What follows belongs to an exercise in optimizing a design on an open flow for small area and a short achievable clock period; a production flow would make more cautious choices. At most, simulation tests tie the RTL to the original design; equivalence was not proved. Power and IR drop assume default switching activity.

==> module tlc5955_gs_buffer, before the edit <==
module tlc5955_gs_buffer #(
    parameter int DaisyChain = 2,
    parameter int AddrWidth  = 7
) (
    input  logic                 clk,
    input  logic                 reset,
    input  logic                 wr_en,
    input  logic [AddrWidth-1:0] wr_addr,
    input  logic [15:0]          wr_data,
    input  logic                 swap,
    output logic                 swap_pending,
    output logic                 front_bank,
    output logic                 spi_transfer,
    input  logic                 spi_busy,
    input  logic                 next_data,
    output logic [15:0]          data_out,
    output logic                 underrun
);
    localparam int Words  = 48 * DaisyChain;    
    typedef enum logic [1:0] {IDLE, ARM, STREAM} state_t;
    state_t      state_q;
    state_t      state_d;
    logic        start;
    logic        active;
    logic        drained;
    logic        pop;
    logic        last_pop;
    logic        at_zero;            
    logic        at_one;             
    logic        at_two;             
    logic        pulse;              
    logic        fb_int;             
    logic [15:0] ram [2][Words];
    logic [15:0] wr_grp;
    logic [7:0]  wr_sub [2];
    logic [2*Words-1:0] rd_sel_q;    
    logic [2*Words-1:0] rd_sel_d;
    logic [8*16-1:0]    tree_n;      
    logic [8*16-1:0]    part_q;      
    logic [8*16-1:0]    part_d;
    logic [15:0]        nxt_q;       
    logic [15:0]        nxt_d;
    logic [15:0]        w95, w94, w93;
    always_comb begin
        state_d = state_q;
        start   = 1'b0;
        unique case (state_q)
            IDLE: begin
                if (swap_pending || swap) begin
                    start   = 1'b1;
                    state_d = ARM;
                end
            end
            ARM: begin
                if (spi_busy) state_d = STREAM;
            end
            STREAM: begin
                if (!spi_busy) state_d = IDLE;
            end
            default: state_d = IDLE;
        endcase
    end
    always_comb begin
        active   = (state_q != IDLE);
        pop      = next_data && active && !drained;
        last_pop = pop && at_zero;
        w95 = fb_int ? ram[1][Words-1] : ram[0][Words-1];
        w94 = fb_int ? ram[1][Words-2] : ram[0][Words-2];
        w93 = fb_int ? ram[1][Words-3] : ram[0][Words-3];
    end
    always_comb begin
        for (int g = 0; g < 16; g++) wr_grp[g] = wr_en && (wr_addr[6:3] == 4'(g));
        for (int s = 0; s < 8; s++) begin
            wr_sub[0][s] = fb_int && (wr_addr[2:0] == 3'(s));
            wr_sub[1][s] = !fb_int && (wr_addr[2:0] == 3'(s));
        end
    end
    for (genvar b = 0; b < 2; b++) begin : g_bank
        for (genvar w = 0; w < Words; w++) begin : g_word
            always_ff @(posedge clk) begin
                if (wr_grp[w/8] && wr_sub[b][w%8]) ram[b][w] <= wr_data;
            end
        end
    end
    for (genvar j = 0; j < 16; j++) begin : g_rd
        logic [2*Words-1:0] d;
        for (genvar w = 0; w < Words; w++) begin : g_w
            assign d[2*w]   = ram[0][w][j];
            assign d[2*w+1] = ram[1][w][j];
        end
        gs_read_part u_part (.sel(rd_sel_q), .d(d), .part_n(tree_n[8*j +: 8]));
    end
    gs_rd_sel_next #(.Words(Words)) u_sel_next (
        .load(start), .step(pop && !at_zero), .new_bank(!fb_int),
        .sel_q(rd_sel_q), .sel_d(rd_sel_d)
    );
    gs_rd_pipe_next u_pipe_next (
        .pop(pop), .pulse(pulse), .w94(w94), .w93(w93), .tree_n(tree_n),
        .part_q(part_q), .nxt_q(nxt_q), .part_d(part_d), .nxt_d(nxt_d)
    );
    always_ff @(posedge clk) begin
        rd_sel_q <= rd_sel_d;
        part_q   <= part_d;
        nxt_q    <= nxt_d;
        pulse    <= start;
        if (start) begin
            at_two   <= 1'b0;
            at_one   <= 1'b0;
            at_zero  <= 1'b0;
            drained  <= 1'b0;
        end else if (pop) begin
            if (at_zero) drained <= 1'b1;
            else begin
                at_two  <= rd_sel_q[0] || rd_sel_q[1];
                at_one  <= at_two;
                at_zero <= at_one;
            end
        end
    end
    always_ff @(posedge clk) begin
        if (reset) begin
            state_q      <= IDLE;
            front_bank   <= 1'b0;
            fb_int       <= 1'b0;
            swap_pending <= 1'b0;
            spi_transfer <= 1'b0;
            underrun     <= 1'b0;
            data_out     <= '0;
        end else begin
            state_q      <= state_d;
            spi_transfer <= start;
            if (start) begin
                front_bank   <= ~front_bank;
                fb_int       <= ~fb_int;
                swap_pending <= 1'b0;
            end else if (swap) begin
                swap_pending <= 1'b1;
            end
            if (next_data && (!active || drained)) underrun <= 1'b1;
            if (!active || drained || last_pop) data_out <= '0;
            else if (pulse)                     data_out <= pop ? w94 : w95;
            else if (pop)                       data_out <= nxt_q;
        end
    end
endmodule
make LEC_CHECK=0 CAP_MARGIN=20 CORE_MARGIN=2 CORE_UTILIZATION=55 CTS_CLUSTER_DIAMETER=80 CTS_CLUSTER_SIZE=24 SETUP_SLACK_MARGIN=2.9 SLEW_MARGIN=20 SYNTH_HIERARCHICAL=1 SYNTH_MINIMUM_KEEP_SIZE=0 finish   # period 5.2 ns
run.sh (not shown) runs the stock make flow with config.mk's settings and CLKGATE_MAP_FILE= SYNTH_SCRIPT=/design/flow/synth_recipe.tcl, a recipe that flattens the netlist after the stock synthesis.
The baseline completed without violations.
==> next run, changes <==
--- a/flow/design.v
+++ b/flow/design.v
@@ -105,12 +105,19 @@
     logic        pop;
     logic        last_pop;
     logic        at_zero;            
     logic        at_one;             
     logic        at_two;             
     logic        pulse;              
+    logic        step;               
+    logic        pop_en_q;
+    logic        step_en_q;
+    logic        drained_d;
+    logic        at_zero_d;
+    logic        at_one_d;
+    logic        at_two_d;
     logic        fb_int;             
     logic [15:0] ram [2][Words];
     logic [15:0] wr_grp;
     logic [7:0]  wr_sub [2];
     logic [2*Words-1:0] rd_sel_q;    
     logic [2*Words-1:0] rd_sel_d;
@@ -138,13 +145,14 @@
             end
             default: state_d = IDLE;
         endcase
     end
     always_comb begin
         active   = (state_q != IDLE);
-        pop      = next_data && active && !drained;
+        pop      = next_data && pop_en_q;
+        step     = next_data && step_en_q;
         last_pop = pop && at_zero;
         w95 = fb_int ? ram[1][Words-1] : ram[0][Words-1];
         w94 = fb_int ? ram[1][Words-2] : ram[0][Words-2];
         w93 = fb_int ? ram[1][Words-3] : ram[0][Words-3];
     end
     always_comb begin
@@ -167,36 +175,58 @@
             assign d[2*w]   = ram[0][w][j];
             assign d[2*w+1] = ram[1][w][j];
         end
         gs_read_part u_part (.sel(rd_sel_q), .d(d), .part_n(tree_n[8*j +: 8]));
     end
     gs_rd_sel_next #(.Words(Words)) u_sel_next (
-        .load(start), .step(pop && !at_zero), .new_bank(!fb_int),
+        .load(start), .step(step), .new_bank(!fb_int),
         .sel_q(rd_sel_q), .sel_d(rd_sel_d)
     );
     gs_rd_pipe_next u_pipe_next (
         .pop(pop), .pulse(pulse), .w94(w94), .w93(w93), .tree_n(tree_n),
         .part_q(part_q), .nxt_q(nxt_q), .part_d(part_d), .nxt_d(nxt_d)
     );
     always_ff @(posedge clk) begin
         rd_sel_q <= rd_sel_d;
         part_q   <= part_d;
         nxt_q    <= nxt_d;
         pulse    <= start;
+    end
+    always_comb begin
+        drained_d = drained;
+        at_two_d  = at_two;
+        at_one_d  = at_one;
+        at_zero_d = at_zero;
         if (start) begin
-            at_two   <= 1'b0;
-            at_one   <= 1'b0;
-            at_zero  <= 1'b0;
-            drained  <= 1'b0;
-        end else if (pop) begin
-            if (at_zero) drained <= 1'b1;
-            else begin
-                at_two  <= rd_sel_q[0] || rd_sel_q[1];
-                at_one  <= at_two;
-                at_zero <= at_one;
-            end
+            drained_d = 1'b0;
+            at_two_d  = 1'b0;
+            at_one_d  = 1'b0;
+            at_zero_d = 1'b0;
+        end else if (last_pop) begin
+            drained_d = 1'b1;
+        end else if (step) begin
+            at_two_d  = rd_sel_q[0] || rd_sel_q[1];
+            at_one_d  = at_two;
+            at_zero_d = at_one;
+        end
+    end
+    always_ff @(posedge clk) begin
+        if (reset) begin
+            drained   <= 1'b0;
+            at_two    <= 1'b0;
+            at_one    <= 1'b0;
+            at_zero   <= 1'b0;
+            pop_en_q  <= 1'b0;
+            step_en_q <= 1'b0;
+        end else begin
+            drained   <= drained_d;
+            at_two    <= at_two_d;
+            at_one    <= at_one_d;
+            at_zero   <= at_zero_d;
+            pop_en_q  <= (state_d != IDLE) && !drained_d;
+            step_en_q <= (state_d != IDLE) && !drained_d && !at_zero_d;
         end
     end
     always_ff @(posedge clk) begin
         if (reset) begin
             state_q      <= IDLE;
             front_bank   <= 1'b0;
Outcome: Global-route usage climbs by 0.38 points. Utilization came out higher by 0.32 points. Hold slack gains 0.013 ns. Area after synthesis barely changes. Wire length climbs by 1.2%. Die area stays flat. Clock power is about the same. Sequential cell count increases by 2.

The RTL this note starts from:
==> flow/design.v <==
module gs_aoi222 (
    input  logic a0, b0, a1, b1, a2, b2,
    output logic y
);
    assign y = ~((a0 & b0) | (a1 & b1) | (a2 & b2));
endmodule
module gs_nand4 (
    input  logic a, b, c, d,
    output logic y
);
    assign y = ~(a & b & c & d);
endmodule
module gs_nor2 (
    input  logic a, b,
    output logic y
);
    assign y = ~(a | b);
endmodule
module gs_read_bit (
    input  logic [191:0] sel,
    input  logic [191:0] d,
    output logic         y_n
);
    logic [63:0] l1;
    logic [15:0] l2;
    logic [7:0]  l3;
    logic [1:0]  l4;
    for (genvar i = 0; i < 64; i++) begin : g_l1
        gs_aoi222 u (.a0(sel[3*i]), .b0(d[3*i]), .a1(sel[3*i+1]), .b1(d[3*i+1]),
                     .a2(sel[3*i+2]), .b2(d[3*i+2]), .y(l1[i]));
    end
    for (genvar i = 0; i < 16; i++) begin : g_l2
        gs_nand4 u (.a(l1[4*i]), .b(l1[4*i+1]), .c(l1[4*i+2]), .d(l1[4*i+3]), .y(l2[i]));
    end
    for (genvar i = 0; i < 8; i++) begin : g_l3
        gs_nor2 u (.a(l2[2*i]), .b(l2[2*i+1]), .y(l3[i]));
    end
    for (genvar i = 0; i < 2; i++) begin : g_l4
        gs_nand4 u (.a(l3[4*i]), .b(l3[4*i+1]), .c(l3[4*i+2]), .d(l3[4*i+3]), .y(l4[i]));
    end
    gs_nor2 u_l5 (.a(l4[0]), .b(l4[1]), .y(y_n));
endmodule
module gs_rd_sel_next #(
    parameter int Words = 96
) (
    input  logic               load,       
    input  logic               step,       
    input  logic               new_bank,   
    input  logic [2*Words-1:0] sel_q,
    output logic [2*Words-1:0] sel_d
);
    always_comb begin
        for (int i = 0; i < 2 * Words; i++) begin
            if (load)      sel_d[i] = (i == 2 * (Words - 2) + int'(new_bank));
            else if (step) sel_d[i] = (i + 2 < 2 * Words) ? sel_q[i+2] : 1'b0;
            else           sel_d[i] = sel_q[i];
        end
    end
endmodule
module tlc5955_gs_buffer #(
    parameter int DaisyChain = 2,
    parameter int AddrWidth  = 7
) (
    input  logic                 clk,
    input  logic                 reset,
    input  logic                 wr_en,
    input  logic [AddrWidth-1:0] wr_addr,
    input  logic [15:0]          wr_data,
    input  logic                 swap,
    output logic                 swap_pending,
    output logic                 front_bank,
    output logic                 spi_transfer,
    input  logic                 spi_busy,
    input  logic                 next_data,
    output logic [15:0]          data_out,
    output logic                 underrun
);
    localparam int Words  = 48 * DaisyChain;    
    localparam logic [AddrWidth-1:0] LastAddr = AddrWidth'(Words - 1);
    typedef enum logic [1:0] {IDLE, ARM, STREAM} state_t;
    state_t      state_q;
    state_t      state_d;
    logic        start;
    logic        active;
    logic        drained;
    logic        pop;
    logic        last_pop;
    logic        at_zero;            
    logic [2*Words-1:0] rd_sel_q;    
    logic [2*Words-1:0] rd_sel_d;
    logic        pulse;              
    logic [15:0] ram [2][Words];
    logic [15:0] wr_grp;
    logic [7:0]  wr_sub [2];
    logic        fb_int;             
    logic [15:0] nxt_word_n;        
    logic [15:0] top_word;
    always_comb begin
        state_d = state_q;
        start   = 1'b0;
        unique case (state_q)
            IDLE: begin
                if (swap_pending || swap) begin
                    start   = 1'b1;
                    state_d = ARM;
                end
            end
            ARM: begin
                if (spi_busy) state_d = STREAM;
            end
            STREAM: begin
                if (!spi_busy) state_d = IDLE;
            end
            default: state_d = IDLE;
        endcase
    end
    always_comb begin
        active   = (state_q != IDLE);
        pop      = next_data && active && !drained;
        last_pop = pop && at_zero;
        top_word = fb_int ? ram[1][Words-1] : ram[0][Words-1];
    end
    for (genvar j = 0; j < 16; j++) begin : g_rd
        logic [2*Words-1:0] d;
        for (genvar w = 0; w < Words; w++) begin : g_w
            assign d[2*w]   = ram[0][w][j];
            assign d[2*w+1] = ram[1][w][j];
        end
        gs_read_bit u_bit (.sel(rd_sel_q), .d(d), .y_n(nxt_word_n[j]));
    end
    always_comb begin
        for (int g = 0; g < 16; g++) wr_grp[g] = wr_en && (wr_addr[6:3] == 4'(g));
        for (int s = 0; s < 8; s++) begin
            wr_sub[0][s] = fb_int && (wr_addr[2:0] == 3'(s));
            wr_sub[1][s] = !fb_int && (wr_addr[2:0] == 3'(s));
        end
    end
    for (genvar b = 0; b < 2; b++) begin : g_bank
        for (genvar w = 0; w < Words; w++) begin : g_word
            always_ff @(posedge clk) begin
                if (wr_grp[w/8] && wr_sub[b][w%8]) ram[b][w] <= wr_data;
            end
        end
    end
    gs_rd_sel_next #(.Words(Words)) u_sel_next (
        .load(start), .step(pop && !at_zero), .new_bank(!fb_int),
        .sel_q(rd_sel_q), .sel_d(rd_sel_d)
    );
    always_ff @(posedge clk) begin
        rd_sel_q <= rd_sel_d;
        pulse    <= start;
        if (start) begin
            at_zero  <= 1'b0;
            drained  <= 1'b0;
        end else if (pop) begin
            if (at_zero) drained <= 1'b1;
            else         at_zero <= rd_sel_q[0] || rd_sel_q[1];
        end
    end
    always_ff @(posedge clk) begin
        if (reset) begin
            state_q      <= IDLE;
            front_bank   <= 1'b0;
            fb_int       <= 1'b0;
            swap_pending <= 1'b0;
            spi_transfer <= 1'b0;
            underrun     <= 1'b0;
            data_out     <= '0;
        end else begin
            state_q      <= state_d;
            spi_transfer <= start;
            if (start) begin
                front_bank   <= ~front_bank;
                fb_int       <= ~fb_int;
                swap_pending <= 1'b0;
            end else if (swap) begin
                swap_pending <= 1'b1;
            end
            if (next_data && (!active || drained)) underrun <= 1'b1;
            if (!active || drained || last_pop) data_out <= '0;
            else if (pop)                       data_out <= ~nxt_word_n;
            else if (pulse)                     data_out <= top_word;
        end
    end
endmodule
clock: 5.2 ns
lec_check: 0
cap_margin: 20
core_margin: 2
core_utilization: 55
cts_cluster_diameter: 80
cts_cluster_size: 24
setup_slack_margin: 2.8
slew_margin: 20
synth_hierarchical: 1
synth_minimum_keep_size: 0
Edit:
--- a/flow/design.v
+++ b/flow/design.v
@@ -41,20 +41,19 @@
     gs_nor2 u_l5 (.a(l4[0]), .b(l4[1]), .y(y_n));
 endmodule
 module gs_rd_sel_next #(
     parameter int Words = 96
 ) (
-    input  logic               load,       
-    input  logic               step,       
-    input  logic               new_bank,   
-    input  logic [2*Words-1:0] sel_q,
-    output logic [2*Words-1:0] sel_d
+    input  logic             load,       
+    input  logic             step,       
+    input  logic [Words-1:0] sel_q,
+    output logic [Words-1:0] sel_d
 );
     always_comb begin
-        for (int i = 0; i < 2 * Words; i++) begin
-            if (load)      sel_d[i] = (i == 2 * (Words - 2) + int'(new_bank));
-            else if (step) sel_d[i] = (i + 2 < 2 * Words) ? sel_q[i+2] : 1'b0;
+        for (int i = 0; i < Words; i++) begin
+            if (load)      sel_d[i] = (i == Words - 2);
+            else if (step) sel_d[i] = (i + 1 < Words) ? sel_q[i+1] : 1'b0;
             else           sel_d[i] = sel_q[i];
         end
     end
 endmodule
 module tlc5955_gs_buffer #(
@@ -84,12 +83,13 @@
     logic        active;
     logic        drained;
     logic        pop;
     logic        last_pop;
     logic        at_zero;            
-    logic [2*Words-1:0] rd_sel_q;    
-    logic [2*Words-1:0] rd_sel_d;
+    logic [Words-1:0]   rd_sel_q;    
+    logic [Words-1:0]   rd_sel_d;
+    logic [2*Words-1:0] rd_sel;      
     logic        pulse;              
     logic [15:0] ram [2][Words];
     logic [15:0] wr_grp;
     logic [7:0]  wr_sub [2];
     logic        fb_int;             
@@ -116,19 +116,23 @@
     end
     always_comb begin
         active   = (state_q != IDLE);
         pop      = next_data && active && !drained;
         last_pop = pop && at_zero;
+        for (int w = 0; w < Words; w++) begin
+            rd_sel[2*w]   = rd_sel_q[w] & !fb_int;
+            rd_sel[2*w+1] = rd_sel_q[w] &  fb_int;
+        end
         top_word = fb_int ? ram[1][Words-1] : ram[0][Words-1];
     end
     for (genvar j = 0; j < 16; j++) begin : g_rd
         logic [2*Words-1:0] d;
         for (genvar w = 0; w < Words; w++) begin : g_w
             assign d[2*w]   = ram[0][w][j];
             assign d[2*w+1] = ram[1][w][j];
         end
-        gs_read_bit u_bit (.sel(rd_sel_q), .d(d), .y_n(nxt_word_n[j]));
+        gs_read_bit u_bit (.sel(rd_sel), .d(d), .y_n(nxt_word_n[j]));
     end
     always_comb begin
         for (int g = 0; g < 16; g++) wr_grp[g] = wr_en && (wr_addr[6:3] == 4'(g));
         for (int s = 0; s < 8; s++) begin
             wr_sub[0][s] = fb_int && (wr_addr[2:0] == 3'(s));
@@ -141,22 +145,22 @@
                 if (wr_grp[w/8] && wr_sub[b][w%8]) ram[b][w] <= wr_data;
             end
         end
     end
     gs_rd_sel_next #(.Words(Words)) u_sel_next (
-        .load(start), .step(pop && !at_zero), .new_bank(!fb_int),
+        .load(start), .step(pop && !at_zero),
         .sel_q(rd_sel_q), .sel_d(rd_sel_d)
     );
     always_ff @(posedge clk) begin
         rd_sel_q <= rd_sel_d;
         pulse    <= start;
         if (start) begin
             at_zero  <= 1'b0;
             drained  <= 1'b0;
         end else if (pop) begin
             if (at_zero) drained <= 1'b1;
-            else         at_zero <= rd_sel_q[0] || rd_sel_q[1];
+            else         at_zero <= rd_sel_q[0];
         end
     end
     always_ff @(posedge clk) begin
         if (reset) begin
             state_q      <= IDLE;
Final cell count is about the same.
Area after synthesis is lower by a few percent.
Design area is lower slightly.
Clock skew is lower by 0.0049 ns.
Critical path depth is higher by 3.
Power is lower by a few percent.
No functional check of the RTL was part of any run of this note.

[port drivers added, routing unchanged]
No port has a modelled driver above. Below, the same layouts with a new extraction and two added sets of constraints.
Step 1 assumes that a clkbuf_16 drives the clock port and a buf_2 every other input.
Step 2 moves the port delays by t, midway between the first and last clock arrival at a register: inputs arrive t later, outputs are due t later. That takes back most of the time a late clock gives input paths.
a / b / c = ideal ports / drivers / drivers and shift; a / b = the first two.
| run | t, ns | slack for setup (ns) | slew at the worst register clock pin (ns) |
|---|---|---|---|
| the first run of note 1 | 0.932 | 2.757 / 2.725 / 1.889 | 0.10 / 0.10 |
| the second run of note 1 | 0.954 | 2.752 / 2.648 / 1.863 | 0.10 / 0.10 |
| the first run of note 2 | 0.929 | 2.191 / 2.191 / 1.829 | 0.10 / 0.10 |
| the second run of note 2 | 0.917 | 1.803 / 1.803 / 1.803 | 0.10 / 0.10 |
After both steps every run listed still meets setup and hold. For the second run of note 1, which loses most, drivers alone change the setup slack by -0.104 ns; drivers and shift together by -0.889 ns.
